This design comes from an exercise in tuning for small area, a short achievable clock period and few clock cycles on the open sky130 flow, not from production work. At most, simulation tests tie the RTL to the original design; equivalence was not proved. No functional check of the RTL was part of runs 5 and 6. Power and IR drop assume default switching activity.

[design/flow/run.sh]
#!/bin/bash
# synth_recipe.tcl (not shown) runs the flow's synth.tcl, then flattens the netlist and writes it again
# the make line also repeats each setting of config.mk as NAME=value (left out here)
make -C /OpenROAD-flow-scripts/flow DESIGN_CONFIG=/design/flow/config.mk WORK_HOME=/design/flow/orfs CLKGATE_MAP_FILE= SYNTH_SCRIPT=/design/flow/synth_recipe.tcl finish
[design/flow/constraint.sdc]
create_clock -name core_clock -period 9.0 [get_ports {clk}]
set_input_delay 1.8000 -clock core_clock [delete_from_list [all_inputs] [get_ports {clk}]]
set_output_delay 1.8000 -clock core_clock [all_outputs]
set_load 0.01 [all_outputs]
[design/flow/design.v]
package upscale_pkg;
    typedef logic [12-1:0] pixel_t;
    typedef logic [$clog2(8*8)-1:0] out_addr_t;
    typedef logic [1:0] win_idx_t;
    typedef logic [3:0] write_mode_t;
    typedef enum logic [1:0] {
        IDLE,
        SCAN,
        DRAIN
    } scan_state_t;
endpackage
`timescale 1ns/1ps
module upscale_top (
    input  logic   clk,
    input  logic   rst,
    input  logic   pix_valid,
    input  upscale_pkg::pixel_t pix_data,
    input  logic   start,
    output logic   busy,
    output logic   done,
    input  logic [2:0]  rd_row,
    output logic [8*12-1:0] rd_data
);
    localparam int PW = 12;
    logic [PW-1:0] live [0:15];
    logic [PW-1:0] live_nx [0:15];
    logic [PW-1:0] snap [0:15];
    logic [3:0]    wr_ptr;
    logic          busy_q;
    logic          zero_q;    
    wire acc_pix   = pix_valid & ~busy_q;
    wire acc_start = start & ~busy_q;
    always_ff @(posedge clk) begin
        if (!rst) begin
            wr_ptr <= '0;
            busy_q <= 1'b0;
            zero_q <= 1'b1;
        end else begin
            if (acc_pix) wr_ptr <= wr_ptr + 4'd1;
            busy_q <= acc_start;
            if (acc_start) zero_q <= 1'b0;
        end
    end
    always_comb begin
        for (int k = 0; k < 16; k++) begin
            live_nx[k] = ({PW{acc_pix && wr_ptr == 4'(k)}} & pix_data)
                       | ({PW{!(acc_pix && wr_ptr == 4'(k))}} & live[k]);
        end
    end
    always_ff @(posedge clk) begin
        for (int k = 0; k < 16; k++) begin
            live[k] <= live_nx[k];
            if (acc_start) snap[k] <= live_nx[k];
        end
    end
    assign busy = busy_q;
    assign done = busy_q;
    logic [3:0] st, sb;
    always_comb begin
        st = '0;
        sb = '0;
        case (rd_row)
            3'd0: begin st[0] = 1'b1; sb[0] = 1'b1; end
            3'd1: begin st[0] = 1'b1; sb[1] = 1'b1; end
            3'd2: begin st[1] = 1'b1; sb[0] = 1'b1; end
            3'd3: begin st[1] = 1'b1; sb[2] = 1'b1; end
            3'd4: begin st[2] = 1'b1; sb[1] = 1'b1; end
            3'd5: begin st[2] = 1'b1; sb[3] = 1'b1; end
            3'd6: begin st[3] = 1'b1; sb[2] = 1'b1; end
            default: begin st[3] = 1'b1; sb[3] = 1'b1; end
        endcase
        if (zero_q) begin
            st = '0;
            sb = '0;
        end
    end
    logic [PW-1:0] tp [0:3];
    logic [PW-1:0] bt [0:3];
    logic [PW+1:0] vs [0:3];
    logic [PW+1:0] vc [0:3];
    logic [PW+1:0] v [0:3];
    for (genvar c = 0; c < 4; c++) begin : g_v
        assign tp[c] = ({PW{st[0]}} & snap[c])     | ({PW{st[1]}} & snap[4+c])
                     | ({PW{st[2]}} & snap[8+c])   | ({PW{st[3]}} & snap[12+c]);
        assign bt[c] = ({PW{sb[0]}} & snap[c])     | ({PW{sb[1]}} & snap[4+c])
                     | ({PW{sb[2]}} & snap[8+c])   | ({PW{sb[3]}} & snap[12+c]);
        assign vs[c] = {1'b0, tp[c], 1'b0} ^ {2'b0, tp[c]} ^ {2'b0, bt[c]};
        assign vc[c] = ((({1'b0, tp[c], 1'b0} & {2'b0, tp[c]}) | ({1'b0, tp[c], 1'b0} & {2'b0, bt[c]})
                        | ({2'b0, tp[c]} & {2'b0, bt[c]}))) << 1;
        assign v[c]  = vs[c] + vc[c];
    end
    logic [PW+3:0] hs [1:6];
    logic [PW+3:0] hc [1:6];
    logic [PW+3:0] h [1:6];
    logic [PW+1:0] hl [1:6];
    logic [PW+1:0] hr [1:6];
    assign hl[1] = v[0]; assign hr[1] = v[1];
    assign hl[2] = v[1]; assign hr[2] = v[0];
    assign hl[3] = v[1]; assign hr[3] = v[2];
    assign hl[4] = v[2]; assign hr[4] = v[1];
    assign hl[5] = v[2]; assign hr[5] = v[3];
    assign hl[6] = v[3]; assign hr[6] = v[2];
    for (genvar j = 1; j <= 6; j++) begin : g_h
        assign hs[j] = {1'b0, hl[j], 1'b0} ^ {2'b0, hl[j]} ^ {2'b0, hr[j]};
        assign hc[j] = ((({1'b0, hl[j], 1'b0} & {2'b0, hl[j]}) | ({1'b0, hl[j], 1'b0} & {2'b0, hr[j]})
                        | ({2'b0, hl[j]} & {2'b0, hr[j]}))) << 1;
        assign h[j]  = hs[j] + hc[j];
    end
    assign rd_data[0*PW +: PW] = v[0][PW+1:2];
    assign rd_data[1*PW +: PW] = h[1][PW+3:4];
    assign rd_data[2*PW +: PW] = h[2][PW+3:4];
    assign rd_data[3*PW +: PW] = h[3][PW+3:4];
    assign rd_data[4*PW +: PW] = h[4][PW+3:4];
    assign rd_data[5*PW +: PW] = h[5][PW+3:4];
    assign rd_data[6*PW +: PW] = h[6][PW+3:4];
    assign rd_data[7*PW +: PW] = v[3][PW+1:2];
endmodule
[design/flow/config.mk]
export PLATFORM = sky130hd
export DESIGN_NAME = upscale_top
export DESIGN_NICKNAME = upscale_top
export VERILOG_FILES = /design/flow/design.v
export SDC_FILE = /design/flow/constraint.sdc
export NUM_CORES = 4
export LEC_CHECK = 0
export ABC_AREA = 1
export CAP_MARGIN = 20
export CORE_MARGIN = 2
export CORE_UTILIZATION = 40
export PLACE_DENSITY = 0.75
export SLEW_MARGIN = 20
==> results of run 1 <==
critical path, delay by kind of cell:
| family | cells | cell delay (ns) |
|---|---|---|
| simple gates | 11 | 1.06 |
| xor+xnor | 2 | 0.25 |
| fa+ha+maj | 5 | 1.69 |
| compound gates | 2 | 0.30 |
| buf+inv | 10 | 1.68 |
per-layer routing:
layer | track usage, % | vias up
li1 | - | 9985
met5 | 0 | -
met2 | 34.37 | 737
met3 | 3.023 | 89
met1 | 27.88 | 9363
met4 | 5.722 | 0
power groups by stage:
stage | combinational (mW) | clock [mW] | sequential (mW)
after global routing | 5.21 | 1.48 | 2.17
after floorplan | 2.24 | 0 | 2.17
after global placement | 4.52 | 0 | 2.18
after CTS | 4.63 | 1.42 | 2.15
final | 4.74 | 1.41 | 2.15
after detailed placement | 4.59 | 0 | 2.19
area by class of cell:
cell class,count,area (µm²)
multi-input combinational,1764,12340
tap,765,957.2
sequential,390,9729
inverter,422,1592
timing repair buffer,600,4945
clock inverter,13,128.9
clock buffer,49,937.1
fill,5041,27060
logic make-up after synthesis:
logic type	after synthesis	share of synthesized area [%]
AO/OA/AOI/OAI	594	15.93
AND/OR/NAND/NOR	824	14.70
flip-flops	390	41.63
XOR/XNOR	130	5.129
adder cells (fa/ha/maj)	216	14.07
buffers and inverters	505	8.534
state kept, by name, summed over array words and instances (netlist names):
name	flops
live	192
snap	192
wr_ptr	4
busy_q	1
zero_q	1
metrics by stage:
stage | TNS (ns) | cells | utilization (%) | total power [mW]
after detailed placement | -7.060 | 3919 | 49.69 | 6.780
after global routing | 0 | 4003 | 53.09 | 8.859
after global placement | -3.987 | 3919 | 49.69 | 6.692
after CTS | 0 | 3988 | 51.87 | 8.201
final | 0 | 4003 | 53.09 | 8.300
after floorplan | 0 | 2659 | - | 4.402
cells in the mapped netlist (69+ instances only):
master | count | area [µm²]
xor2_1 | 98 | 858.3
ha_1 | 138 | 1727
o21ai_0 | 95 | 475.5
nand3_1 | 69 | 345.3
inv_1 | 404 | 1516
nor2_1 | 256 | 960.9
dfxtp_1 | 198 | 3964
a21oi_1 | 250 | 1251
nand2_1 | 418 | 1569
o22ai_1 | 76 | 475.5
edfxtp_1 | 192 | 5766
fa_1 | 78 | 1562
worst paths after layout:
| path | cells past startpoint | to | startpoint |
|---|---|---|---|
| worst max-delay path | 30 | rd_data[55] | rd_row[0] |
| worst min-delay path | 2 | live[2][5]$_DFF_P_ | live[2][5]$_DFF_P_ |
| worst max register to register | 6 | snap[11][5]$_DFFE_PP_ | busy_q$_SDFF_PN0_ |
| worst min register to register | 2 | live[2][5]$_DFF_P_ | live[2][5]$_DFF_P_ |
timing repair:
item                                    in CTS  in global routing
gates resized for setup                     42                143
endpoints found under the setup margin      48                 56
cloned                                       0                  0
setup buffers                                7                 14
pin swaps                                    5                 32
==> impl_metrics.py, run 1 <==
metrics = {
    "detailed_routing": {
        "drc_errors": 0,
        "drt-initial-drc-count": 1505,
        "wl_met1_mm": 27.76,
        "routed_via_density": 5.040,
        "routedWlPerCell_um": 15.97,
        "routed_wl_mm": 63.95,
        "drtAntennaViolNets": 0,
        "vias": 20170,
        "topRoutingLayerUsed": "met4",
        "wl_met2_mm": 30.22,
        "firstDrtPassIters": 6,
        "wl_met3_mm": 4.521,
    },
    "sta": {
        "slew_headroom_pct": 28.82,
        "skew_ns": 0.02727,
        "worstMarginPinSlew_ns": 1.067,
        "hold_ws_ns": 0.4682,
        "hold_violations": 0,
        "finalCritPeriodShare_pct": 95.53,
        "rsz0062_at_grt": "no",
        "min_period_ns": 8.598,
        "timing.final.ws_setup_ns": 0.4020,
        "drv_slew": 0,
        "setup_viol": 0,
        "max_clock_freq_ghz": 0.1163,
    },
    "final_layout": {
        "final_cell_mix": "buf_4, nand2_1, inv_1",
        "area_growth_pct": 31.08,
        "n_antenna_cell": 0,
        "fin_nets": 3447,
        "fin_area_um2": 30630,
        "layout-drive-gt1-share_pct": 22.98,
        "final_common_cell": "buf_4",
    },
    "power_and_ir_drop": {
        "p_leak_nw": 14.85,
        "switchingPower_mw": 3.031,
        "power_frac_comb_pct": 57.1,
        "p_sw_share_pct": 36.52,
        "peakVddDrop_mv": 0.3043,
        "clkPwrFrac_pct": 16.9,
        "seqPwrFrac_pct": 26.0,
        "p_int_mw": 5.268,
        "powerDensity_nw_per_um2": 270.9,
    },
    "die": {
        "initial_core_util_pct": 40.51,
        "die-area_um2": 60370,
        "rows": 88,
        "core_um2": 57700,
        "die_h_um": 245.7,
        "boundaryPins": 117,
        "die_w_um": 245.7,
    },
    "setup_path": {
        "worstSetupEndpointType": "output port",
        "crit_top_cell": "nand3_1",
        "worstPathArrival_ns": 6.80,
        "worstSetupPathType": "in2out",
        "cp-start-kind": "primary input",
        "crit_fanout": 14,
        "r2r_slack_ns": 6.37,
        "critPathSlowestCell": "clkdlybuf4s50_1",
        "worst-endpoint-required_ns": 7.20,
        "slowest_delay_ns": 0.58,
    },
    "global_routing": {
        "gr-usage-all-layers_pct": 20.63,
        "grt_max_degree": 194,
        "grt_antenna_before_repair": 0,
        "first_global_vias": 19130,
        "gr-total-overflow": 0,
        "grt_pass1_wl_mm": 99.28,
    },
    "placement": {
        "dpl_cell_area_um2": 28670,
        "port_buffers": 116,
        "dp_slack_ns": -0.3359,
        "dp_hpwl_mm": 48.10,
        "place_congestion": 0.9356,
    },
    "logic_synthesis": {
        "avgSynthCellArea_um2": 8.789,
        "synthCells": 2659,
        "yosysWarnings": 14,
        "synthArstFlopShare_pct": 0,
        "syn_nets": 2894,
        "synth_cell_types": 59,
        "synth-seq-area-share_pct": 41.63,
        "synth_area_um2": 23370,
        "synth_flop_cell": "dfxtp_1",
        "synth_edf_count": 192,
        "ys_seq_elements": 390,
    },
    "clocking": {
        "cts_max_level": 2,
        "clock_sinks": 390,
        "cts.hold.buffers_added": 0,
        "cts_tree": "done",
        "cts_root_buf": "clkbuf_16",
        "clk_latency_ns": 0.54,
        "numCtsBuffers": 34,
        "clk_pin_slew_ns": 0.06,
        "clockBufferDepth": 3,
    },
    "run_status": {
        "status": "finished clean",
    },
    "run": {
        "cap_violations": 0,
    },
    "worst_hold_path": {
        "hp-class": "reg2reg",
    },
}
Testbench counts, summed over its fixed seeds: cycles 6,528.
==> inputs of run 2 (changes only) <==
--- a/design/flow/config.mk
+++ b/design/flow/config.mk
@@ -9,5 +9,4 @@
 export CAP_MARGIN = 20
 export CORE_MARGIN = 2
 export CORE_UTILIZATION = 40
-export PLACE_DENSITY = 0.75
 export SLEW_MARGIN = 20
==> impl_metrics.py, run 2 <==
metrics = {
    "clocking": {
        "clockBufferDepth": 3,
        "cts_root_buf": "clkbuf_16",
        "cts_tree": "done",
        "clk_latency_ns": 0.53,
        "cts_max_level": 2,
        "clk_pin_slew_ns": 0.06,
        "clock_sinks": 390,
        "numCtsBuffers": 35,
    },
    "placement": {
        "place_congestion": 0.9583,
        "dpl_cell_area_um2": 28830,
        "dp_hpwl_mm": 51.58,
        "port_buffers": 116,
        "dp_slack_ns": -0.6037,
    },
    "global_routing": {
        "first_global_vias": 19790,
        "gr-total-overflow": 0,
        "grt_pass1_wl_mm": 104.8,
        "gr-usage-all-layers_pct": 21.83,
        "grt_max_degree": 77,
        "grt_antenna_before_repair": 0,
    },
    "detailed_routing": {
        "drtAntennaViolNets": 0,
        "routedWlPerCell_um": 16.43,
        "routed_wl_mm": 66.01,
        "drt-initial-drc-count": 1296,
        "routed_via_density": 4.987,
        "drc_errors": 0,
        "firstDrtPassIters": 5,
        "vias": 20030,
    },
    "final_layout": {
        "fill_cells": 5279,
        "fin_nets": 3461,
        "n_antenna_cell": 0,
        "area_growth_pct": 30.84,
        "final_cell_mix": "buf_4, nand2_1, inv_1",
        "final_common_cell": "buf_4",
        "fin_area_um2": 30580,
        "layout-drive-gt1-share_pct": 22.05,
        "reg.largest.list": "live (192), snap (192), wr_ptr (4)",
    },
    "sta": {
        "hold_ws_ns": 0.4667,
        "drv_slew": 0,
        "skew_ns": 0.01412,
        "tns_ns": 0,
        "slew_headroom_pct": 28.00,
        "hold_violations": 0,
        "finalCritPeriodShare_pct": 96.55,
        "timing.final.ws_setup_ns": 0.3109,
        "max_clock_freq_ghz": 0.1151,
        "setup_viol": 0,
        "worstMarginPinSlew_ns": 1.079,
        "min_period_ns": 8.689,
    },
    "die": {
        "initial_core_util_pct": 40.51,
        "boundaryPins": 117,
        "die_h_um": 245.7,
        "die_w_um": 245.7,
        "rows": 88,
        "die-area_um2": 60370,
        "core_um2": 57700,
    },
    "logic_synthesis": {
        "yosysWarnings": 14,
        "synth_flop_cell": "dfxtp_1",
        "synth_cell_types": 59,
        "synth-seq-area-share_pct": 41.63,
        "synthCells": 2659,
        "syn_nets": 2894,
        "synth_most_common_cell": "nand2_1",
        "synth_area_um2": 23370,
        "synthArstFlopShare_pct": 0,
        "synth_area_leaders": "edfxtp_1, dfxtp_1, ha_1",
        "ys_seq_elements": 390,
        "avgSynthCellArea_um2": 8.789,
        "synth_top_area_cell": "edfxtp_1",
        "synthTopCellsByCount": "nand2_1, inv_1, nor2_1",
        "yosysTopAreaCellShare_pct": 24.67,
        "synth_edf_count": 192,
    },
    "power_and_ir_drop": {
        "peakVddDrop_mv": 0.3125,
        "powerDensity_nw_per_um2": 270.4,
        "total_power_mw": 8.267,
        "p_leak_nw": 14.76,
    },
    "setup_path": {
        "worstPathArrival_ns": 6.89,
        "worstSetupPathType": "in2out",
        "crit_fanout": 11,
        "critPathSlowestCell": "fa_1",
        "worst-endpoint-required_ns": 7.20,
        "slowest_delay_ns": 0.50,
        "r2r.worst_path.cells": 5,
        "cp-start-kind": "primary input",
        "r2r_start": "busy_q$_SDFF_PN0_",
        "r2r_slack_ns": 6.36,
        "worstSetupEndpointType": "output port",
        "crit_top_cell": "buf_4",
        "worstReg2RegEnd": "snap[11][1]$_DFFE_PP_",
    },
    "worst_hold_path": {
        "whs_endpoint": "live[1][4]$_DFF_P_",
        "hp-class": "reg2reg",
        "worstHoldStart": "live[1][4]$_DFF_P_",
        "hold-path-cell-count": 2,
    },
    "run": {
        "cap_violations": 0,
    },
    "run_status": {
        "status": "finished clean",
    },
}
==> run 2: cell counts after synthesis <==
No cell type changed its count.
==> run 2: per-stage QoR <==
step                      instances  utilization (%)
after global routing           4017            53.00
after global placement         3940            49.96
after detailed placement       3940            49.96
final                          4017            53.00
after floorplan                2659                -
after CTS                      4013            52.57
==> run 2: repair_timing <==
action / CTS / global route
endpoints found under the hold margin: 0 / 0
setup buffers: 11 / 4
resized for setup: 102 / 54
pin swaps: 12 / 12
hold buffers: 0 / 0
setup endpoints to repair: 60 / 64
==> run 2: worst max path at each step <==
stage	slack, ns	start	cells after the start	end
2_1_floorplan	0.54	rd_row[2]	29	rd_data[34]
3_3_place_gp	-0.48	rd_row[2]	30	rd_data[57]
3_5_place_dp	-0.60	rd_row[2]	30	rd_data[57]
4_1_cts	-0.18	rd_row[2]	34	rd_data[35]
5_1_grt	-0.01	rd_row[2]	31	rd_data[81]
6_report	0.31	rd_row[2]	30	rd_data[22]
==> run 2: layout make-up <==
cell class / count / area [µm²] / area share [%]
multi-input cells: 1764 / 12130 / 39.66
flip-flops and latches: 390 / 9729 / 31.82
inverters: 422 / 1599 / 5.229
well taps: 765 / 957.2 / 3.130
repair buffers: 613 / 5002 / 16.36
clock buffers: 53 / 1046 / 3.421
clock inverters: 10 / 116.4 / 0.3805
==> run 2: kinds of logic (layout without fill, tap and decap cells) <==
kind of cell    count (synthesis)  in the layout  synth area share, %
compound gates                594            594                15.93
xor+xnor                      130            130                5.129
fa+ha+maj                     216            216                14.07
buf+inv                       505           1098                8.534
flops                         390            390                41.63
simple gates                  824            824                14.70
==> run 2: metal layers <==
metal	routed length [µm]	global-route usage [%]
met5	0	0
met4	1686	6.096
met3	3457	1.692
met2	30710	36.58
met1	30150	30.30
==> run 2: critical path, delay by kind of cell <==
family                   cells  cell delay [ns]
buffers and inverters       10             1.55
adder cells (fa/ha/maj)      3             1.22
AO/OA/AOI/OAI                7             1.06
AND/OR/NAND/NOR              7             0.75
XOR/XNOR                     3             0.50
==> run 2: power breakdown <==
group / leakage [nW] / internal, mW / switching [mW] / total [mW]
registers: 3.54 / 2.08 / 0.0729 / 2.15
clock network: 0.566 / 0.867 / 0.637 / 1.50
logic: 10.7 / 2.33 / 2.28 / 4.61
==> inputs of run 3 (changes only) <==
--- a/design/flow/config.mk
+++ b/design/flow/config.mk
@@ -6,7 +6,8 @@
 export NUM_CORES = 4
 export LEC_CHECK = 0
 export ABC_AREA = 1
-export CAP_MARGIN = 20
+export CAP_MARGIN = 5
 export CORE_MARGIN = 2
 export CORE_UTILIZATION = 40
-export SLEW_MARGIN = 20
+export CTS_BUF_LIST = sky130_fd_sc_hd__clkbuf_4 sky130_fd_sc_hd__clkbuf_8
+export SLEW_MARGIN = 5
==> impl_metrics.py, run 3 <==
metrics = {
    "run_status": {
        "status": "finished clean",
    },
    "detailed_routing": {
        "routed_wl_mm": 66.08,
        "drtAntennaViolNets": 0,
        "drc_errors": 0,
        "drt-initial-drc-count": 1317,
        "routedWlPerCell_um": 16.28,
        "vias": 20030,
        "firstDrtPassIters": 5,
        "routed_via_density": 4.934,
    },
    "die": {
        "die_w_um": 245.7,
        "die-area_um2": 60370,
        "boundaryPins": 117,
        "initial_core_util_pct": 40.51,
        "rows": 88,
        "die_h_um": 245.7,
        "core_um2": 57700,
    },
    "clocking": {
        "cts_root_buf": "clkbuf_8",
        "cts_max_level": 2,
        "clk_pin_slew_ns": 0.06,
        "cts_tree": "done",
        "numCtsBuffers": 52,
        "clk_latency_ns": 0.60,
        "cts.hold.buffers_added": 0,
        "clock_sinks": 390,
        "clockBufferDepth": 3,
    },
    "logic_synthesis": {
        "synthArstFlopShare_pct": 0,
        "avgSynthCellArea_um2": 8.789,
        "yosysTopAreaCellShare_pct": 24.67,
        "synthCells": 2659,
        "synth-seq-area-share_pct": 41.63,
        "ys_seq_elements": 390,
        "synth_top_area_cell": "edfxtp_1",
        "synth_most_common_cell": "nand2_1",
        "synthTopCellsByCount": "nand2_1, inv_1, nor2_1",
        "synth_area_leaders": "edfxtp_1, dfxtp_1, ha_1",
        "synth_edf_count": 192,
        "syn_nets": 2894,
        "yosysWarnings": 14,
        "synth_area_um2": 23370,
        "synth_cell_types": 59,
        "synth_flop_cell": "dfxtp_1",
    },
    "power_and_ir_drop": {
        "peakVddDrop_mv": 0.3140,
        "p_leak_nw": 14.85,
        "powerDensity_nw_per_um2": 268.5,
    },
    "setup_path": {
        "r2r.worst_path.cells": 5,
        "worstSetupPathType": "in2out",
        "slowest_delay_ns": 0.53,
        "cp-start-kind": "primary input",
        "worstReg2RegEnd": "snap[11][4]$_DFFE_PP_",
        "r2r_start": "busy_q$_SDFF_PN0_",
        "crit_fanout": 7,
        "worstPathArrival_ns": 6.97,
        "worst-endpoint-required_ns": 7.20,
        "crit_family": "buffers and inverters",
        "critPathSlowestCell": "fa_1",
        "r2r_slack_ns": 6.38,
        "crit_top_cell": "nand2_1",
        "cp_num_buf_inv": 13,
        "worstSetupEndpointType": "output port",
    },
    "sta": {
        "slew_headroom_pct": 24.81,
        "tns_ns": 0,
        "max_clock_freq_ghz": 0.1140,
        "finalCritPeriodShare_pct": 97.49,
        "hold_ws_ns": 0.4688,
        "skew_ns": 0.01866,
        "worstMarginPinSlew_ns": 1.127,
        "rsz0062_at_grt": "yes",
        "setup_viol": 0,
        "hold_violations": 0,
        "drv_slew": 0,
        "min_period_ns": 8.774,
    },
    "run": {
        "cap_violations": 0,
    },
    "placement": {
        "port_buffers": 116,
        "place_congestion": 0.9583,
        "dp_cells": 3940,
        "dp_hpwl_mm": 51.58,
    },
    "final_layout": {
        "layout-drive-gt1-share_pct": 23.06,
        "final_cell_count_no_fill": 4059,
        "fin_nets": 3485,
        "area_growth_pct": 31.10,
        "final_cell_mix": "buf_4, nand2_1, inv_1",
        "final_common_cell": "buf_4",
        "reg.largest.list": "live (192), snap (192), wr_ptr (4)",
    },
    "worst_hold_path": {
        "hp-class": "reg2reg",
        "worstHoldStart": "live[3][6]$_DFF_P_",
        "whs_endpoint": "live[3][6]$_DFF_P_",
        "hold-path-cell-count": 2,
    },
    "global_routing": {
        "grt_max_degree": 77,
        "gr-total-overflow": 0,
        "grt_pass1_wl_mm": 104.5,
        "first_global_vias": 19850,
        "grt_antenna_before_repair": 1,
        "gr-usage-all-layers_pct": 21.76,
    },
}
-- run 3: cell counts after synthesis --
No cell type changed its count.
-- run 3: layer usage --
layer	GRT usage, %	part of all wire [%]	routed length [µm]
met5	0	0	0
met4	5.615	2.2	1427
met3	1.713	5.2	3420
met2	36.55	47	31020
met1	30.28	46	30210
-- run 3: power by group --
part | leakage (nW) | internal (mW) | switching, mW
logic | 10.7 | 2.33 | 2.27
registers | 3.54 | 2.08 | 0.0707
clock network | 0.610 | 0.815 | 0.652
-- run 3: worst reg2reg max path: stages, from the launching register on --
cell	delay [ns]
dfxtp_1	0.37
nor2_2	0.39
nand2_1	0.19
or2_2	0.34
nor2_2	0.78
a21oi_1	0.24
-- run 3: worst max path at each step --
stage	depth (start not counted)	from	slack [ns]	endpoint
6_report	34	rd_row[1]	0.23	rd_data[42]
5_1_grt	35	rd_row[2]	-0.06	rd_data[71]
4_1_cts	34	rd_row[2]	-0.17	rd_data[35]
3_5_place_dp	30	rd_row[2]	-0.60	rd_data[57]
3_3_place_gp	30	rd_row[2]	-0.48	rd_data[57]
2_1_floorplan	29	rd_row[2]	0.54	rd_data[34]
-- run 3: area by class of cell --
| type | instances | area [µm²] |
|---|---|---|
| fill | 5282 | 27060 |
| antenna | 2 | 5.005 |
| inverter | 422 | 1597 |
| multi-input combinational | 1764 | 12100 |
| tap | 765 | 957.2 |
| sequential | 390 | 9729 |
| clock inverter | 25 | 266.5 |
| timing repair buffer | 620 | 5059 |
| clock buffer | 71 | 920.9 |
-- run 3: timing repair --
action                                  in CTS  in global routing
pin swaps                                   13                 18
endpoints found under the hold margin        0                  0
endpoints found under the setup margin      60                 64
resized for setup                          103                 48
buffers inserted                            13                  9
gates cloned                                 0                  0
-- run 3: logic make-up (layout without fill, tap and decap cells) --
kind of cell	count (synthesis)	count (layout)	synth area share (%)
AO/OA/AOI/OAI	594	594	15.93
XOR/XNOR	130	130	5.129
adder cells (fa/ha/maj)	216	216	14.07
buffers and inverters	505	1138	8.534
flip-flops	390	390	41.63
other	0	2	0
AND/OR/NAND/NOR	824	824	14.70
-- run 3: through the flow --
stage	util (%)	power (mW)	instance area (µm²)	worst slack, ns
finish	53.10	8.226	30640	0.2256
global route	53.10	8.842	30630	-0.06476
CTS	52.64	8.236	30370	-0.1718
detailed placement	49.96	6.818	28830	-0.6037
global placement	49.96	6.733	28830	-0.4759
floorplan	-	4.402	23370	0.5427
==> inputs of run 4 (changes only) <==
==> design/flow/flow/run.sh (new file) <==
#!/bin/bash
# Layout flow: the standard ORFS flow (standard synthesis unchanged), except that the
# buffer put on every input and output port is a plain buf_1 rather than the delay-cell
# buffer that buffer_ports picks by default. Timing repair still resizes these buffers.
# Runs in the work folder; make's full output goes to flow_make.log there, and ORFS keeps
# each step's own log under orfs/logs/.
set -euo pipefail
bash standard.sh "BUFFER_PORTS_ARGS=-buffer_cell sky130_fd_sc_hd__buf_1" finish > flow_make.log 2>&1
==> design/flow/standard.sh (new file) <==
#!/bin/bash
# synth_recipe.tcl (not shown) runs the flow's synth.tcl, then flattens the netlist and writes it again
# the make line also repeats each setting of config.mk as NAME=value (left out here)
make -C /OpenROAD-flow-scripts/flow DESIGN_CONFIG=/design/flow/config.mk WORK_HOME=/design/flow/orfs CLKGATE_MAP_FILE= SYNTH_SCRIPT=/design/flow/synth_recipe.tcl "${@:-finish}"
==> design/flow/config.mk (replaced) <==
export PLATFORM = sky130hd
export DESIGN_NAME = upscale_top
export DESIGN_NICKNAME = upscale_top
export VERILOG_FILES = /design/flow/design.v
export SDC_FILE = /design/flow/constraint.sdc
export NUM_CORES = 4
export LEC_CHECK = 0
export ABC_AREA = 1
export CAP_MARGIN = 20
export CORE_MARGIN = 2
export CORE_UTILIZATION = 40
export SLEW_MARGIN = 20
removed: design/flow/run.sh
==> impl_metrics.py, run 4 <==
metrics = {
    "logic_synthesis": {
        "synth_area_leaders": "edfxtp_1, dfxtp_1, ha_1",
        "synth_most_common_cell": "nand2_1",
        "ys_seq_elements": 390,
        "synth_edf_count": 192,
        "synthArstFlopShare_pct": 0,
        "synth_area_um2": 23370,
        "synth_cell_types": 59,
        "synthCells": 2659,
        "synth_top_area_cell": "edfxtp_1",
        "synth-seq-area-share_pct": 41.63,
        "yosysTopAreaCellShare_pct": 24.67,
        "syn_nets": 2894,
        "synthTopCellsByCount": "nand2_1, inv_1, nor2_1",
        "yosysWarnings": 14,
        "synth_flop_cell": "dfxtp_1",
        "avgSynthCellArea_um2": 8.789,
    },
    "setup_path": {
        "crit_top_cell": "nand2_1",
        "cp-start-kind": "primary input",
        "critPathSlowestCell": "fa_1",
        "worstPathArrival_ns": 6.82,
        "r2r_slack_ns": 6.40,
        "slowest_delay_ns": 0.47,
        "worst-endpoint-required_ns": 7.20,
        "worstSetupEndpointType": "output port",
        "worstSetupPathType": "in2out",
        "crit_fanout": 8,
    },
    "detailed_routing": {
        "drtAntennaViolNets": 0,
        "drc_errors": 0,
        "vias": 18670,
        "routed_wl_mm": 63.76,
        "drt-initial-drc-count": 1423,
        "routedWlPerCell_um": 17.65,
        "routed_via_density": 5.167,
        "firstDrtPassIters": 6,
    },
    "clocking": {
        "cts_root_buf": "clkbuf_16",
        "cts_tree": "done",
        "clk_pin_slew_ns": 0.06,
        "numCtsBuffers": 34,
        "clock_sinks": 390,
        "cts_max_level": 2,
        "clockBufferDepth": 3,
        "cts.hold.buffers_added": 0,
        "clk_latency_ns": 0.51,
    },
    "sta": {
        "hold_ws_ns": 0.4692,
        "setup_viol": 0,
        "slew_headroom_pct": 29.65,
        "min_period_ns": 8.618,
        "drv_slew": 0,
        "worstMarginPinSlew_ns": 1.055,
        "hold_violations": 0,
        "tns_ns": 0,
        "finalCritPeriodShare_pct": 95.76,
        "skew_ns": 0.01018,
        "max_clock_freq_ghz": 0.1160,
    },
    "global_routing": {
        "gr-total-overflow": 0,
        "gr-usage-all-layers_pct": 20.80,
        "grt_pass1_wl_mm": 98.97,
        "grt_antenna_before_repair": 0,
        "first_global_vias": 17670,
        "grt_max_degree": 167,
    },
    "power_and_ir_drop": {
        "p_leak_nw": 12.36,
        "power_frac_comb_pct": 47.4,
        "seqPwrFrac_pct": 31.3,
        "p_int_mw": 4.092,
        "p_sw_share_pct": 40.50,
        "total_power_mw": 6.877,
        "clkPwrFrac_pct": 21.3,
        "switchingPower_mw": 2.785,
        "powerDensity_nw_per_um2": 258.2,
        "peakVddDrop_mv": 0.2868,
    },
    "final_layout": {
        "area_growth_pct": 13.95,
        "fill_cells": 5510,
        "final_common_cell": "nand2_1",
        "layout-drive-gt1-share_pct": 10.25,
        "reg.largest.list": "live (192), snap (192), wr_ptr (4)",
        "final_cell_mix": "nand2_1, inv_1, nor2_1",
        "n_antenna_cell": 0,
        "fin_nets": 3058,
    },
    "die": {
        "initial_core_util_pct": 40.51,
        "die-area_um2": 60370,
        "core_um2": 57700,
        "boundaryPins": 117,
        "die_w_um": 245.7,
        "rows": 88,
        "die_h_um": 245.7,
    },
    "worst_hold_path": {
        "hp-class": "reg2reg",
    },
    "run": {
        "cap_violations": 0,
    },
    "run_status": {
        "status": "finished clean",
    },
    "placement": {
        "place_congestion": 0.9461,
        "dp_hpwl_mm": 49.41,
        "port_buffers": 116,
    },
}
[run 4: cell counts after synthesis]
Identical to the previous run, type by type.
[run 4: power groups by stage]
stage          registers [mW]  logic (mW)  clock network [mW]
3_5_place_dp             2.19        3.19                   0
3_3_place_gp             2.18        3.15                   0
5_1_grt                  2.17        3.67                1.56
4_1_cts                  2.15        3.21                1.49
6_report                 2.15        3.26                1.47
2_1_floorplan            2.17        2.24                   0
[run 4: timing repair]
item                                    in CTS  in global routing
setup buffers                                0                  8
pin swaps                                    0                  8
endpoints found under the setup margin       2                 35
resized for setup                            1                 63
[run 4: worst paths after layout]
kind / start / to / cells after the start
setup / recovery: rd_row[1] / rd_data[34] / 33
hold reg to reg: live[0][7]$_DFF_P_ / live[0][7]$_DFF_P_ / 2
setup reg to reg: busy_q$_SDFF_PN0_ / snap[11][1]$_DFFE_PP_ / 5
hold / removal: live[0][7]$_DFF_P_ / live[0][7]$_DFF_P_ / 2
[run 4: cells by family after synthesis]
logic type      synth area share, %
simple gates                  14.70
compound gates                15.93
buf+inv                       8.534
flops                         41.63
fa+ha+maj                     14.07
xor+xnor                      5.129
[run 4: final cells by class]
cell class | instances | area, µm² | area share [%]
clock buffers | 46 | 967.2 | 3.632
repair buffers | 211 | 1252 | 4.703
flip-flops and latches | 390 | 9729 | 36.54
multi-input cells | 1764 | 11970 | 44.95
inverters | 422 | 1597 | 5.995
clock inverters | 15 | 157.7 | 0.5920
well taps | 765 | 957.2 | 3.594
[run 4: stage by stage]
step	cells	cell area [µm²]	worst slack (ns)	utilization [%]
after floorplan	2659	23370	0.5427	-
after global placement	3544	25120	-0.03027	43.53
after detailed placement	3544	25120	-0.1253	43.53
after CTS	3605	26250	0.05012	45.49
after global routing	3613	26630	-0.01651	46.16
final	3613	26630	0.3820	46.16
[run 4: worst max-delay path, delay by kind of cell]
kind,cells,cell delay [ns]
adders and majority gates,4,1.44
and+or+nand+nor,13,1.15
buffers and inverters,8,0.99
AOI/OAI and AO/OA,5,0.78
xor gates and xnor gates,3,0.65
[run 4: per-layer routing]
metal	track usage (%)	part of all wire, %
met3	1.910	5.4
met5	0	0
met1	30.48	48
met2	32.89	44
met4	5.348	2.3
==> inputs of run 5 (changes only) <==
--- a/design/flow/design.v
+++ b/design/flow/design.v
@@ -87,7 +87,7 @@
         assign vs[c] = {1'b0, tp[c], 1'b0} ^ {2'b0, tp[c]} ^ {2'b0, bt[c]};
         assign vc[c] = ((({1'b0, tp[c], 1'b0} & {2'b0, tp[c]}) | ({1'b0, tp[c], 1'b0} & {2'b0, bt[c]})
                         | ({2'b0, tp[c]} & {2'b0, bt[c]}))) << 1;
-        assign v[c]  = vs[c] + vc[c];
+        pfx_add #(.W(PW+2)) u_va (.a(vs[c]), .b(vc[c]), .y(v[c]));
     end
     logic [PW+3:0] hs [1:6];
     logic [PW+3:0] hc [1:6];
@@ -104,7 +104,7 @@
         assign hs[j] = {1'b0, hl[j], 1'b0} ^ {2'b0, hl[j]} ^ {2'b0, hr[j]};
         assign hc[j] = ((({1'b0, hl[j], 1'b0} & {2'b0, hl[j]}) | ({1'b0, hl[j], 1'b0} & {2'b0, hr[j]})
                         | ({2'b0, hl[j]} & {2'b0, hr[j]}))) << 1;
-        assign h[j]  = hs[j] + hc[j];
+        pfx_add #(.W(PW+4)) u_ha (.a(hs[j]), .b(hc[j]), .y(h[j]));
     end
     assign rd_data[0*PW +: PW] = v[0][PW+1:2];
     assign rd_data[1*PW +: PW] = h[1][PW+3:4];
@@ -115,3 +115,27 @@
     assign rd_data[6*PW +: PW] = h[6][PW+3:4];
     assign rd_data[7*PW +: PW] = v[3][PW+1:2];
 endmodule
+module pfx_add #(parameter int W = 16) (
+    input  logic [W-1:0] a,
+    input  logic [W-1:0] b,
+    output logic [W-1:0] y
+);
+    localparam int L = $clog2(W);
+    logic [W-1:0] g [0:L];
+    logic [W-1:0] p [0:L];
+    assign g[0] = a & b;
+    assign p[0] = a ^ b;
+    for (genvar l = 0; l < L; l++) begin : g_lv
+        for (genvar i = 0; i < W; i++) begin : g_b
+            if (((i >> l) & 1) == 1) begin : g_op
+                localparam int J = ((i >> l) << l) - 1;
+                assign g[l+1][i] = g[l][i] | (p[l][i] & g[l][J]);
+                assign p[l+1][i] = p[l][i] & p[l][J];
+            end else begin : g_pass
+                assign g[l+1][i] = g[l][i];
+                assign p[l+1][i] = p[l][i];
+            end
+        end
+    end
+    assign y = p[0] ^ {g[L][W-2:0], 1'b0};
+endmodule
==> impl_metrics.py, run 5 <==
metrics = {
    "setup_path": {
        "cp-start-kind": "primary input",
        "worstSetupPathType": "in2out",
        "r2r.worst_path.cells": 3,
        "slowest_delay_ns": 0.60,
        "worstReg2RegEnd": "snap[3][4]$_DFFE_PP_",
        "cp_num_buf_inv": 13,
        "worstPathArrival_ns": 6.97,
        "critPathSlowestCell": "fa_1",
        "r2r_start": "busy_q$_SDFF_PN0_",
        "worstSetupEndpointType": "output port",
        "crit_family": "adder cells",
        "worst-endpoint-required_ns": 7.20,
        "cp.depth": 30,
        "crit_top_cell": "inv_1",
        "r2r_slack_ns": 6.65,
        "crit_fanout": 17,
    },
    "sta": {
        "worstMarginPinSlew_ns": 1.109,
        "max_clock_freq_ghz": 0.1140,
        "min_period_ns": 8.770,
        "setup_viol": 0,
        "slew_headroom_pct": 26.07,
        "hold_violations": 0,
        "finalCritPeriodShare_pct": 97.45,
        "hold_ws_ns": 0.4677,
        "drv_slew": 0,
        "skew_ns": 0.008988,
    },
    "die": {
        "boundaryPins": 117,
        "die_h_um": 242.9,
        "initial_core_util_pct": 40.49,
        "core_um2": 56390,
        "rows": 87,
        "die_w_um": 242.9,
        "die-area_um2": 59010,
    },
    "logic_synthesis": {
        "synthArstFlopShare_pct": 0,
        "synthCells": 2569,
        "avgSynthCellArea_um2": 8.888,
        "ys_seq_elements": 390,
        "synth_flop_cell": "dfxtp_1",
        "synth_edf_count": 192,
        "yosysWarnings": 31,
        "synth_area_um2": 22830,
        "syn_nets": 2817,
        "synthTopCellsByCount": "inv_1, nand2_1, nor2_1",
        "yosysTopAreaCellShare_pct": 25.25,
        "synth_cell_types": 53,
        "synth-seq-area-share_pct": 42.61,
        "synth_most_common_cell": "inv_1",
        "synth_top_area_cell": "edfxtp_1",
        "synth_area_leaders": "edfxtp_1, dfxtp_1, ha_1",
    },
    "final_layout": {
        "fin_area_um2": 26500,
        "reg.largest.list": "live (192), snap (192), wr_ptr (4)",
        "n_antenna_cell": 0,
        "area_growth_pct": 16.05,
        "fin_nets": 3013,
        "layout-drive-gt1-share_pct": 11.43,
        "fill_cells": 5445,
        "final_cell_count_no_fill": 3546,
        "final_util_pct": 46.99,
        "final_cell_mix": "inv_1, nand2_1, nor2_1",
        "final_common_cell": "inv_1",
    },
    "global_routing": {
        "grt_antenna_before_repair": 0,
        "grt_pass1_wl_mm": 97.30,
        "gr-total-overflow": 0,
        "grt_max_degree": 194,
        "first_global_vias": 16920,
        "gr-usage-all-layers_pct": 21.10,
    },
    "clocking": {
        "cts_tree": "done",
        "clk_latency_ns": 0.52,
        "cts_root_buf": "clkbuf_16",
        "clockBufferDepth": 3,
        "clk_pin_slew_ns": 0.06,
        "cts_max_level": 2,
        "clock_sinks": 390,
        "numCtsBuffers": 35,
    },
    "placement": {
        "port_buffers": 116,
        "dp_cells": 3466,
        "dpl_cell_area_um2": 24750,
        "place_congestion": 0.9203,
        "dp_hpwl_mm": 48.27,
    },
    "worst_hold_path": {
        "hp-class": "reg2reg",
        "hold-path-cell-count": 2,
        "worstHoldStart": "live[1][7]$_DFF_P_",
        "whs_endpoint": "live[1][7]$_DFF_P_",
    },
    "detailed_routing": {
        "vias": 17840,
        "drc_errors": 0,
        "routed_wl_mm": 63.43,
        "drtAntennaViolNets": 0,
        "firstDrtPassIters": 5,
        "routedWlPerCell_um": 17.89,
        "drt-initial-drc-count": 1265,
        "routed_via_density": 5.032,
    },
    "power_and_ir_drop": {
        "p_leak_nw": 12.73,
        "powerDensity_nw_per_um2": 254.2,
        "peakVddDrop_mv": 0.2173,
    },
    "run_status": {
        "status": "finished clean",
    },
    "run": {
        "cap_violations": 0,
    },
}
==> run 5: final cells by class <==
cell class / instances / area [µm²] / area share [%]
tap: 756 / 945.9 / 3.570
inverter: 446 / 1687 / 6.365
clock inverter: 13 / 110.1 / 0.4155
sequential: 390 / 9729 / 36.72
multi-input combinational: 1650 / 11470 / 43.27
timing repair buffer: 242 / 1529 / 5.770
clock buffer: 49 / 1031 / 3.891
==> run 5: power by group <==
group | internal, mW | switching, mW
clock | 0.857 | 0.628
combinational | 1.18 | 1.94
sequential | 2.07 | 0.0678
==> run 5: tightest hold or removal path, cell delays in order, from the launching register on <==
cell	delay, ns
dfxtp_1	0.31
nand2_1	0.04
o21ai_0	0.08
==> run 5: how the worst max path moves through the flow <==
stage	start	to	slack, ns
6_report	rd_row[2]	rd_data[70]	0.23
5_1_grt	rd_row[1]	rd_data[22]	-0.05
4_1_cts	rd_row[0]	rd_data[33]	0.003
3_5_place_dp	rd_row[1]	rd_data[69]	-0.18
3_3_place_gp	rd_row[2]	rd_data[69]	-0.1
2_1_floorplan	rd_row[2]	rd_data[82]	0.28
==> run 5: metal layers <==
metal | part of all wire (%) | wire (µm) | vias to the layer above | track usage (%)
met3 | 5.2 | 3269 | 77 | 2.455
met4 | 2.1 | 1350 | 0 | 4.872
met5 | 0 | 0 | - | 0
met2 | 43 | 27530 | 492 | 32.35
li1 | - | - | 8897 | -
met1 | 49 | 31290 | 8376 | 31.73
==> run 5: logic make-up (layout without fill, tap and decap cells) <==
logic type | count (synthesis) | after routing | share of synthesized area [%]
compound gates | 537 | 537 | 14.74
xor+xnor | 123 | 123 | 4.817
fa+ha+maj | 229 | 229 | 15.31
buf+inv | 529 | 750 | 9.003
flops | 390 | 390 | 42.61
simple gates | 761 | 761 | 13.52
==> run 5: per-stage QoR <==
stage | setup slack [ns] | power, mW | TNS [ns]
floorplan | 0.2848 | 4.152 | 0
global placement | -0.09501 | 5.067 | -0.4003
detailed placement | -0.1841 | 5.132 | -1.228
CTS | 0.003332 | 6.632 | 0
global route | -0.05150 | 7.227 | -0.1345
finish | 0.2297 | 6.736 | 0
==> run 5: what timing repair did <==
action | CTS | global route
cloned | 0 | 1
resized for setup | 13 | 91
endpoints found under the hold margin | 0 | 0
setup endpoints to repair | 20 | 44
pin swaps | 1 | 22
setup buffers | 1 | 16
hold buffers | 0 | 0
==> inputs of run 6 (changes only) <==
==> design/flow/run.sh (new file) <==
#!/bin/bash
# synth_recipe.tcl (not shown) runs the flow's synth.tcl, then flattens the netlist and writes it again
# the make line also repeats each setting of config.mk as NAME=value (left out here)
make -C /OpenROAD-flow-scripts/flow DESIGN_CONFIG=/design/flow/config.mk WORK_HOME=/design/flow/orfs CLKGATE_MAP_FILE= SYNTH_SCRIPT=/design/flow/synth_recipe.tcl finish
removed: design/flow/flow/run.sh
removed: design/flow/standard.sh
==> impl_metrics.py, run 6 <==
metrics = {
    "setup_path": {
        "crit_fanout": 8,
        "worstSetupPathType": "in2out",
        "r2r.worst_path.cells": 5,
        "worst-endpoint-required_ns": 7.20,
        "startpoint": "rd_row[1]",
        "worstReg2RegEnd": "snap[7][1]$_DFFE_PP_",
        "cp-start-kind": "primary input",
        "r2r_start": "busy_q$_SDFF_PN0_",
        "critPathSlowestCell": "fa_2",
        "slowest_delay_ns": 0.58,
        "crit_top_cell": "inv_1",
        "r2r_slack_ns": 6.69,
        "worstSetupEndpointType": "output port",
        "worstPathArrival_ns": 6.90,
    },
    "sta": {
        "skew_ns": 0.01738,
        "hold_ws_ns": 0.4725,
        "drv_slew": 0,
        "rsz0062_at_grt": "yes",
        "setup_viol": 0,
        "slew_headroom_pct": 26.16,
        "min_period_ns": 8.704,
        "max_clock_freq_ghz": 0.1149,
        "worstMarginPinSlew_ns": 1.108,
        "finalCritPeriodShare_pct": 96.72,
        "hold_violations": 0,
    },
    "power_and_ir_drop": {
        "clkPwrFrac_pct": 18.8,
        "p_leak_nw": 14.97,
        "p_sw_share_pct": 35.92,
        "p_int_mw": 5.054,
        "power_frac_comb_pct": 54.1,
        "powerDensity_nw_per_um2": 260.5,
        "peakVddDrop_mv": 0.2266,
        "seqPwrFrac_pct": 27.1,
        "switchingPower_mw": 2.833,
    },
    "clocking": {
        "cts_max_level": 2,
        "cts_tree": "done",
        "cts.hold.buffers_added": 0,
        "cts_root_buf": "clkbuf_16",
        "clockBufferDepth": 3,
        "numCtsBuffers": 34,
        "clk_pin_slew_ns": 0.06,
        "clock_sinks": 390,
        "clk_latency_ns": 0.52,
    },
    "worst_hold_path": {
        "hold-path-cell-count": 2,
        "whs_endpoint": "live[2][9]$_DFF_P_",
        "worstHoldStart": "live[2][9]$_DFF_P_",
        "hp-class": "reg2reg",
    },
    "logic_synthesis": {
        "synth.mux.area_fraction_pct": 0,
        "avgSynthCellArea_um2": 8.888,
        "synth_flop_cell": "dfxtp_1",
        "synth_fa_ha_area_share_pct": 15.31,
        "synth_edf_count": 192,
        "synthArstFlopShare_pct": 0,
        "synthSimpleGateAreaFrac_pct": 13.52,
        "syn_nets": 2817,
        "synth_most_common_cell": "inv_1",
        "synth_cell_types": 53,
        "synth_compound_area_share_pct": 14.74,
        "ys_seq_elements": 390,
        "synth_area_um2": 22830,
        "synthCells": 2569,
        "synth_top_area_cell": "edfxtp_1",
        "synth_top_family_by_area": "adder cells",
        "yosys.area_share.xor_xnor_pct": 4.817,
        "yosysTopAreaCellShare_pct": 25.25,
        "synth-seq-area-share_pct": 42.61,
        "synth_area_leaders": "edfxtp_1, dfxtp_1, ha_1",
        "synthTopCellsByCount": "inv_1, nand2_1, nor2_1",
        "yosysWarnings": 31,
    },
    "final_layout": {
        "fill_cells": 5148,
        "fin_area_um2": 30280,
        "n_antenna_cell": 0,
        "fin_nets": 3374,
        "area_growth_pct": 32.61,
        "final_common_cell": "buf_4",
        "reg.largest.list": "live (192), snap (192), wr_ptr (4)",
        "final_util_pct": 53.70,
        "layout-drive-gt1-share_pct": 23.70,
        "final_cell_mix": "buf_4, inv_1, nand2_1",
    },
    "placement": {
        "place_congestion": 0.8744,
        "dpl_cell_area_um2": 28190,
        "dp_hpwl_mm": 50.81,
        "port_buffers": 116,
    },
    "global_routing": {
        "grt_max_degree": 194,
        "first_global_vias": 18830,
        "gr-usage-all-layers_pct": 21.74,
        "grt_pass1_wl_mm": 101.6,
        "gr-total-overflow": 0,
        "grt_antenna_before_repair": 0,
    },
    "detailed_routing": {
        "routed_wl_mm": 65.76,
        "vias": 19290,
        "firstDrtPassIters": 6,
        "drtAntennaViolNets": 0,
        "drc_errors": 0,
        "routed_via_density": 4.936,
        "routedWlPerCell_um": 16.83,
        "drt-initial-drc-count": 1475,
    },
    "run_status": {
        "status": "finished clean",
    },
    "die": {
        "boundaryPins": 117,
        "die_w_um": 242.9,
        "initial_core_util_pct": 40.49,
        "die-area_um2": 59010,
        "rows": 87,
        "core_um2": 56390,
        "die_h_um": 242.9,
    },
    "run": {
        "cap_violations": 0,
    },
}
==> run 6: routing by layer <==
layer | up-vias | track usage, % | wire length, µm
met5 | - | 0 | 0
met4 | 0 | 5.106 | 1365
met3 | 84 | 2.278 | 3685
met2 | 535 | 36.08 | 30380
met1 | 9071 | 30.53 | 30340
li1 | 9598 | - | -
==> run 6: cell type report <==
cell class / count / area, µm² / area share, %
clock inverters: 14 / 130.1 / 0.4298
clock buffers: 48 / 1008 / 3.331
inverters: 446 / 1693 / 5.591
multi-input cells: 1650 / 11780 / 38.89
repair buffers: 604 / 4996 / 16.50
well taps: 756 / 945.9 / 3.124
flip-flops and latches: 390 / 9729 / 32.13
==> run 6: worst max path at each step <==
stage | endpoint | slack (ns) | cells after the start
6_report | rd_data[29] | 0.30 | 31
5_1_grt | rd_data[70] | -0.05 | 35
4_1_cts | rd_data[43] | 0.02 | 36
3_5_place_dp | rd_data[69] | -0.87 | 30
3_3_place_gp | rd_data[70] | -0.83 | 30
2_1_floorplan | rd_data[82] | 0.28 | 27
==> run 6: repair_timing <==
item / in CTS / in global routing
resized for setup: 100 / 164
buffers inserted: 3 / 26
pin swaps: 20 / 52
cloned: 0 / 1
setup endpoints to repair: 72 / 70
==> run 6: cell families after synthesis <==
group | count (synthesis)
buffers and inverters | 529
XOR/XNOR | 123
AND/OR/NAND/NOR | 761
adder cells (fa/ha/maj) | 229
AO/OA/AOI/OAI | 537
flip-flops | 390
==> run 6: power by group through the flow <==
stage               registers, mW  logic, mW  clock network [mW]
floorplan                    2.15       2.00                   0
global placement             2.16       4.10                   0
detailed placement           2.17       4.19                   0
CTS                          2.13       4.13                1.51
global route                 2.15       4.72                1.58
finish                       2.13       4.27                1.48
==> run 6: critical path, delay by kind of cell <==
kind | cells | cell delay [ns]
xor+xnor | 2 | 0.41
fa+ha+maj | 5 | 2.10
compound gates | 1 | 0.13
simple gates | 10 | 1.03
buf+inv | 13 | 1.42
==> run 6: through the flow <==
step | setup TNS [ns] | power (mW) | worst slack [ns] | instances
floorplan | 0 | 4.152 | 0.2848 | 2569
global placement | -30.43 | 6.258 | -0.8292 | 3817
detailed placement | -36.20 | 6.359 | -0.8736 | 3817
CTS | 0 | 7.772 | 0.01774 | 3882
global route | -0.1774 | 8.444 | -0.05355 | 3908
finish | 0 | 7.887 | 0.2955 | 3908
==> inputs of run 7 (changes only) <==
--- a/design/flow/design.v
+++ b/design/flow/design.v
@@ -87,7 +87,7 @@
         assign vs[c] = {1'b0, tp[c], 1'b0} ^ {2'b0, tp[c]} ^ {2'b0, bt[c]};
         assign vc[c] = ((({1'b0, tp[c], 1'b0} & {2'b0, tp[c]}) | ({1'b0, tp[c], 1'b0} & {2'b0, bt[c]})
                         | ({2'b0, tp[c]} & {2'b0, bt[c]}))) << 1;
-        pfx_add #(.W(PW+2)) u_va (.a(vs[c]), .b(vc[c]), .y(v[c]));
+        assign v[c]  = vs[c] + vc[c];
     end
     logic [PW+3:0] hs [1:6];
     logic [PW+3:0] hc [1:6];
@@ -104,7 +104,7 @@
         assign hs[j] = {1'b0, hl[j], 1'b0} ^ {2'b0, hl[j]} ^ {2'b0, hr[j]};
         assign hc[j] = ((({1'b0, hl[j], 1'b0} & {2'b0, hl[j]}) | ({1'b0, hl[j], 1'b0} & {2'b0, hr[j]})
                         | ({2'b0, hl[j]} & {2'b0, hr[j]}))) << 1;
-        pfx_add #(.W(PW+4)) u_ha (.a(hs[j]), .b(hc[j]), .y(h[j]));
+        assign h[j]  = hs[j] + hc[j];
     end
     assign rd_data[0*PW +: PW] = v[0][PW+1:2];
     assign rd_data[1*PW +: PW] = h[1][PW+3:4];
@@ -115,27 +115,3 @@
     assign rd_data[6*PW +: PW] = h[6][PW+3:4];
     assign rd_data[7*PW +: PW] = v[3][PW+1:2];
 endmodule
-module pfx_add #(parameter int W = 16) (
-    input  logic [W-1:0] a,
-    input  logic [W-1:0] b,
-    output logic [W-1:0] y
-);
-    localparam int L = $clog2(W);
-    logic [W-1:0] g [0:L];
-    logic [W-1:0] p [0:L];
-    assign g[0] = a & b;
-    assign p[0] = a ^ b;
-    for (genvar l = 0; l < L; l++) begin : g_lv
-        for (genvar i = 0; i < W; i++) begin : g_b
-            if (((i >> l) & 1) == 1) begin : g_op
-                localparam int J = ((i >> l) << l) - 1;
-                assign g[l+1][i] = g[l][i] | (p[l][i] & g[l][J]);
-                assign p[l+1][i] = p[l][i] & p[l][J];
-            end else begin : g_pass
-                assign g[l+1][i] = g[l][i];
-                assign p[l+1][i] = p[l][i];
-            end
-        end
-    end
-    assign y = p[0] ^ {g[L][W-2:0], 1'b0};
-endmodule
==> design/flow/flow/run.sh (new file) <==
#!/bin/bash
# Layout flow: the standard ORFS flow (standard synthesis unchanged) with two changes:
# - the buffer put on every input and output port is a plain buf_1 rather than the
#   delay-cell buffer that buffer_ports picks by default (timing repair still resizes it);
# - clock tree synthesis uses clkbuf_8 buffers and inserts no dummy loads.
# Runs in the work folder; make's full output goes to flow_make.log there, and ORFS keeps
# each step's own log under orfs/logs/.
set -euo pipefail
bash standard.sh \
  "BUFFER_PORTS_ARGS=-buffer_cell sky130_fd_sc_hd__buf_1" \
  "CTS_ARGS=-sink_clustering_enable -repair_clock_nets -buf_list sky130_fd_sc_hd__clkbuf_8 -dont_use_dummy_load" \
  finish > flow_make.log 2>&1
==> design/flow/standard.sh (new file) <==
#!/bin/bash
# synth_recipe.tcl (not shown) runs the flow's synth.tcl, then flattens the netlist and writes it again
# the make line also repeats each setting of config.mk as NAME=value (left out here)
make -C /OpenROAD-flow-scripts/flow DESIGN_CONFIG=/design/flow/config.mk WORK_HOME=/design/flow/orfs CLKGATE_MAP_FILE= SYNTH_SCRIPT=/design/flow/synth_recipe.tcl "${@:-finish}"
--- a/design/flow/config.mk
+++ b/design/flow/config.mk
@@ -8,5 +8,5 @@
 export ABC_AREA = 1
 export CAP_MARGIN = 20
 export CORE_MARGIN = 2
-export CORE_UTILIZATION = 40
+export CORE_UTILIZATION = 50
 export SLEW_MARGIN = 20
removed: design/flow/run.sh
==> impl_metrics.py, run 7 <==
metrics = {
    "power_and_ir_drop": {
        "peakVddDrop_mv": 0.2542,
        "powerDensity_nw_per_um2": 249.5,
        "p_int_mw": 3.793,
        "power_frac_comb_pct": 50.2,
        "switchingPower_mw": 2.720,
        "clkPwrFrac_pct": 16.7,
        "seqPwrFrac_pct": 33.1,
        "p_sw_share_pct": 41.76,
        "p_leak_nw": 12.25,
    },
    "placement": {
        "port_buffers": 116,
        "dp_hpwl_mm": 48.54,
        "place_congestion": 0.9253,
        "dpl_cell_area_um2": 25040,
    },
    "detailed_routing": {
        "drt-initial-drc-count": 1613,
        "vias": 18730,
        "drc_errors": 0,
        "firstDrtPassIters": 6,
        "routedWlPerCell_um": 18.51,
        "routed_wl_mm": 64.07,
        "drtAntennaViolNets": 0,
        "routed_via_density": 5.412,
    },
    "clocking": {
        "cts_root_buf": "clkbuf_8",
        "clk_latency_ns": 0.59,
        "cts.hold.buffers_added": 0,
        "clockBufferDepth": 3,
        "numCtsBuffers": 53,
        "clk_pin_slew_ns": 0.05,
        "cts_max_level": 2,
        "clock_sinks": 390,
        "cts_tree": "done",
    },
    "logic_synthesis": {
        "synth_most_common_cell": "nand2_1",
        "yosysWarnings": 14,
        "synth_area_leaders": "edfxtp_1, dfxtp_1, ha_1",
        "synthArstFlopShare_pct": 0,
        "synth_edf_count": 192,
        "ys_seq_elements": 390,
        "synth-seq-area-share_pct": 41.63,
        "synthTopCellsByCount": "nand2_1, inv_1, nor2_1",
        "synth_flop_cell": "dfxtp_1",
        "syn_nets": 2894,
        "synth_cell_types": 59,
        "synth_top_area_cell": "edfxtp_1",
        "yosysTopAreaCellShare_pct": 24.67,
        "synth_area_um2": 23370,
        "synthCells": 2659,
        "avgSynthCellArea_um2": 8.789,
    },
    "sta": {
        "finalCritPeriodShare_pct": 96.60,
        "worstMarginPinSlew_ns": 1.176,
        "rsz0062_at_grt": "yes",
        "hold_violations": 0,
        "skew_ns": 0.02477,
        "min_period_ns": 8.694,
        "drv_slew": 0,
        "setup_viol": 0,
        "max_clock_freq_ghz": 0.1150,
        "slew_headroom_pct": 21.62,
        "tns_ns": 0,
    },
    "die": {
        "die-area_um2": 48490,
        "rows": 79,
        "boundaryPins": 117,
        "core_um2": 46360,
        "initial_core_util_pct": 50.41,
        "die_w_um": 220.2,
        "die_h_um": 220.2,
    },
    "global_routing": {
        "gr-usage-all-layers_pct": 26.30,
        "grt_max_degree": 194,
        "grt_antenna_before_repair": 0,
        "gr-total-overflow": 0,
        "grt_pass1_wl_mm": 98.38,
        "first_global_vias": 17810,
    },
    "final_layout": {
        "reg.largest.list": "live (192), snap (192), wr_ptr (4)",
        "fill_cells": 4318,
        "fin_area_um2": 26110,
        "n_antenna_cell": 0,
        "layout-drive-gt1-share_pct": 10.41,
        "area_growth_pct": 11.70,
        "final_common_cell": "nand2_1",
        "final_cell_mix": "nand2_1, inv_1, nor2_1",
        "fin_nets": 3091,
    },
    "setup_path": {
        "cp-start-kind": "primary input",
        "slowest_delay_ns": 0.54,
        "cp_num_buf_inv": 8,
        "worstSetupEndpointType": "output port",
        "critPathSlowestCell": "fa_1",
        "crit_fanout": 11,
        "worstPathArrival_ns": 6.89,
        "crit_top_cell": "nand2_1",
        "crit_family": "adder cells",
        "worstSetupPathType": "in2out",
        "worst-endpoint-required_ns": 7.20,
    },
    "run": {
        "cap_violations": 0,
    },
    "worst_hold_path": {
        "hp-class": "reg2reg",
    },
    "run_status": {
        "status": "finished clean",
    },
}
-- run 7: cell count changes in the layout (fill, tap and decap cells not counted), moves of 19 or more --
cell	delta
clkbuf_8	+51
clkbuf_16	-38
dlygate4sd2_1	-23
buf_4	-367
inv_1	-20
xor2_1	+19
buf_1	+112
clkdlybuf4s50_1	-62
o21ai_0	+24
a21oi_1	+51
nand2_1	+37
-- run 7: through the flow --
stage	hold WS (ns)	total power, mW	utilization (%)	setup slack [ns]	instances
3_5_place_dp	0.4542	5.380	54.01	-0.1637	3399
2_1_floorplan	0.4307	4.402	-	0.5427	2659
3_3_place_gp	0.4425	5.329	54.01	-0.05295	3399
5_1_grt	0.4845	7.046	56.31	-0.08005	3461
6_report	0.4643	6.513	56.31	0.3056	3461
4_1_cts	0.4697	6.473	55.59	0.08769	3452
-- run 7: final cells by class --
cell class	instances	area, µm²	area share (%)
multi-input combinational	1764	11900	45.58
timing repair buffer	225	1395	5.344
clock buffer	53	729.5	2.794
inverter	422	1594	6.106
sequential	390	9729	37.27
tap	607	759.5	2.909
-- run 7: worst register-to-register path, delay by kind of cell (launching register included) --
| family | cells | cell delay, ns |
|---|---|---|
| compound gates | 1 | 0.56 |
| flops | 1 | 0.36 |
| simple gates | 2 | 1.14 |
-- run 7: cells by family (layout without fill, tap and decap cells) --
kind of cell | Yosys count | after routing | synth area share [%]
compound gates | 594 | 594 | 15.93
buf+inv | 505 | 700 | 8.534
flops | 390 | 390 | 41.63
xor+xnor | 130 | 130 | 5.129
simple gates | 824 | 824 | 14.70
fa+ha+maj | 216 | 216 | 14.07
-- run 7: final timing paths --
| check | from | end | slack (ns) | cells after the start |
|---|---|---|---|---|
| setup / recovery | rd_row[1] | rd_data[58] | 0.31 | 32 |
| hold / removal | live[3][5]$_DFF_P_ | live[3][5]$_DFF_P_ | 0.46 | 2 |
| setup reg to reg | busy_q$_SDFF_PN0_ | snap[3][8]$_DFFE_PP_ | 6.73 | 3 |
| hold reg to reg | live[3][5]$_DFF_P_ | live[3][5]$_DFF_P_ | 0.46 | 2 |
-- run 7: metal layers --
layer	up-vias	GRT usage, %	routed length [µm]
li1	9232	-	-
met1	8739	38.41	29820
met2	673	40.84	28240
met3	86	4.014	4667
met4	0	6.868	1336
met5	-	0	0
-- run 7: repair_timing --
action,in CTS,in global routing
setup buffers,0,8
setup endpoints to repair,11,26
resized for setup,2,46
pin swaps,0,9
cloned,0,1
-- run 7: power by group through the flow --
stage,Clock [mW],Combinational (mW),Sequential (mW)
after floorplan,0,2.24,2.17
after global placement,0,3.15,2.18
after detailed placement,0,3.19,2.19
after CTS,1.12,3.21,2.15
after global routing,1.18,3.70,2.17
final,1.09,3.27,2.15
Testbench counts of run 7, summed over its fixed seeds: cycles 6,528.
==> inputs of run 8 (changes only) <==
--- a/design/flow/config.mk
+++ b/design/flow/config.mk
@@ -8,5 +8,6 @@
 export ABC_AREA = 1
 export CAP_MARGIN = 20
 export CORE_MARGIN = 2
-export CORE_UTILIZATION = 50
+export CORE_UTILIZATION = 40
+export GPL_ROUTABILITY_DRIVEN = 0
 export SLEW_MARGIN = 20
==> impl_metrics.py, run 8 <==
metrics = {
    "run_status": {
        "status": "finished clean",
    },
    "global_routing": {
        "grt_antenna_before_repair": 1,
        "first_global_vias": 17790,
        "grt_pass1_wl_mm": 98.46,
        "grt_max_degree": 165,
        "gr-usage-all-layers_pct": 20.76,
        "gr-total-overflow": 0,
    },
    "setup_path": {
        "slowest_delay_ns": 0.50,
        "worstReg2RegEnd": "snap[11][5]$_DFFE_PP_",
        "crit_end": "rd_data[70]",
        "crit_top_cell": "nand2_1",
        "crit_fanout": 10,
        "worstPathArrival_ns": 6.92,
        "critPathSlowestCell": "fa_1",
        "r2r_slack_ns": 6.49,
        "worst-endpoint-required_ns": 7.20,
        "worstSetupEndpointType": "output port",
        "worstSetupPathType": "in2out",
        "cp-start-kind": "primary input",
        "r2r_start": "busy_q$_SDFF_PN0_",
        "r2r.worst_path.cells": 6,
        "startpoint": "rd_row[2]",
    },
    "clocking": {
        "cts_root_buf": "clkbuf_8",
        "cts_tree": "done",
        "cts_max_level": 2,
        "clockBufferDepth": 3,
        "clk_pin_slew_ns": 0.06,
        "clk_latency_ns": 0.61,
        "cts.hold.buffers_added": 0,
        "clock_sinks": 390,
        "numCtsBuffers": 55,
    },
    "detailed_routing": {
        "routedWlPerCell_um": 17.56,
        "drtAntennaViolNets": 0,
        "firstDrtPassIters": 7,
        "routed_via_density": 5.168,
        "routed_wl_mm": 63.42,
        "drt-initial-drc-count": 1484,
        "drc_errors": 0,
        "vias": 18660,
    },
    "worst_hold_path": {
        "hp-class": "reg2reg",
    },
    "sta": {
        "drv_slew": 0,
        "hold_ws_ns": 0.4679,
        "worstMarginPinSlew_ns": 1.109,
        "rsz0062_at_grt": "yes",
        "min_period_ns": 8.718,
        "skew_ns": 0.05474,
        "slew_headroom_pct": 25.95,
        "max_clock_freq_ghz": 0.1147,
        "hold_violations": 0,
        "setup_viol": 0,
        "finalCritPeriodShare_pct": 96.86,
    },
    "logic_synthesis": {
        "synth_area_um2": 23370,
        "synthArstFlopShare_pct": 0,
        "ys_seq_elements": 390,
        "synth_cell_types": 59,
        "yosysTopAreaCellShare_pct": 24.67,
        "synthCells": 2659,
        "avgSynthCellArea_um2": 8.789,
        "synth_area_leaders": "edfxtp_1, dfxtp_1, ha_1",
        "syn_nets": 2894,
        "synth_most_common_cell": "nand2_1",
        "synth-seq-area-share_pct": 41.63,
        "yosysWarnings": 14,
        "synth_top_area_cell": "edfxtp_1",
        "synth_flop_cell": "dfxtp_1",
        "synth_edf_count": 192,
        "synthTopCellsByCount": "nand2_1, inv_1, nor2_1",
    },
    "placement": {
        "dpl_cell_area_um2": 25090,
        "dp_cells": 3542,
        "port_buffers": 116,
        "dp_hpwl_mm": 48.36,
    },
    "final_layout": {
        "layout-drive-gt1-share_pct": 10.13,
        "final_common_cell": "nand2_1",
        "area_growth_pct": 12.20,
        "final_cell_count_no_fill": 3611,
        "reg.largest.list": "live (192), snap (192), wr_ptr (4)",
        "final_cell_mix": "nand2_1, inv_1, nor2_1",
        "fin_area_um2": 26220,
        "fin_nets": 3081,
    },
    "die": {
        "rows": 88,
        "die-area_um2": 60370,
        "initial_core_util_pct": 40.51,
        "boundaryPins": 117,
        "die_h_um": 245.7,
        "core_um2": 57700,
        "die_w_um": 245.7,
    },
    "run": {
        "cap_violations": 0,
    },
    "power_and_ir_drop": {
        "powerDensity_nw_per_um2": 248.1,
        "p_leak_nw": 12.19,
        "peakVddDrop_mv": 0.2419,
    },
}
==> run 8: routing by layer <==
metal / part of all wire [%] / wire (µm) / global-route usage (%) / up-vias
li1: - / - / - / 9222
met1: 47 / 29820 / 30.10 / 8654
met2: 44 / 27950 / 32.49 / 678
met3: 5.9 / 3766 / 2.117 / 109
met4: 3.0 / 1880 / 6.560 / 0
met5: 0 / 0 / 0 / -
==> run 8: critical path, delay by kind of cell <==
kind	cells	cell delay, ns
buf+inv	9	1.24
compound gates	5	1.18
fa+ha+maj	4	1.58
simple gates	11	1.09
==> run 8: layout make-up <==
type	count	area, µm²
sequential	390	9729
tap	765	957.2
fill	5578	31470
antenna	2	5.005
timing repair buffer	212	1252
multi-input combinational	1764	11920
clock buffer	55	757.0
timing repair inverter	1	5.005
inverter	422	1597
==> run 8: logic make-up after synthesis <==
logic type,Yosys count,synth area share [%]
AO/OA/AOI/OAI,594,15.93
XOR/XNOR,130,5.129
adder cells (fa/ha/maj),216,14.07
buffers and inverters,505,8.534
flip-flops,390,41.63
AND/OR/NAND/NOR,824,14.70
==> run 8: worst min path at each step <==
stage / to / cells after the start / start
detailed placement: live[1][5]$_DFF_P_ / 2 / live[1][5]$_DFF_P_
global route: live[0][4]$_DFF_P_ / 2 / live[0][4]$_DFF_P_
finish: live[3][2]$_DFF_P_ / 2 / live[3][2]$_DFF_P_
floorplan: live[0][0]$_DFF_P_ / 2 / live[0][0]$_DFF_P_
global placement: live[3][8]$_DFF_P_ / 2 / live[3][8]$_DFF_P_
CTS: live[3][7]$_DFF_P_ / 2 / live[3][7]$_DFF_P_
==> run 8: stage by stage <==
step	setup slack [ns]	setup TNS, ns	utilization (%)	power, mW
finish	0.2822	0	45.45	6.505
global route	-0.01863	-0.01863	45.44	7.026
CTS	0.04657	0	44.83	6.514
detailed placement	-0.2544	-0.5247	43.48	5.374
global placement	-0.1329	-0.1385	43.48	5.313
floorplan	0.5427	0	-	4.402
==> run 8: report_power, final <==
| part | total (mW) | switching, mW | internal (mW) |
|---|---|---|---|
| clock network | 1.12 | 0.582 | 0.537 |
| logic | 3.23 | 2.08 | 1.16 |
| registers | 2.15 | 0.0694 | 2.08 |
| total | 6.51 | 2.73 | 3.78 |
==> run 8: timing repair <==
action / in CTS / in global routing
cloned: 0 / 1
endpoints found under the setup margin: 8 / 32
buffers inserted: 0 / 10
pin swaps: 0 / 3
gates resized for setup: 4 / 48

Setup slack of run 8, layout unchanged: 0.282 ns with ideal ports, 0.264 ns with driving cells assumed (clock clkbuf_16, inputs buf_2), 0.264 ns with port delays also shifted by the 0.633 ns mid clock arrival.
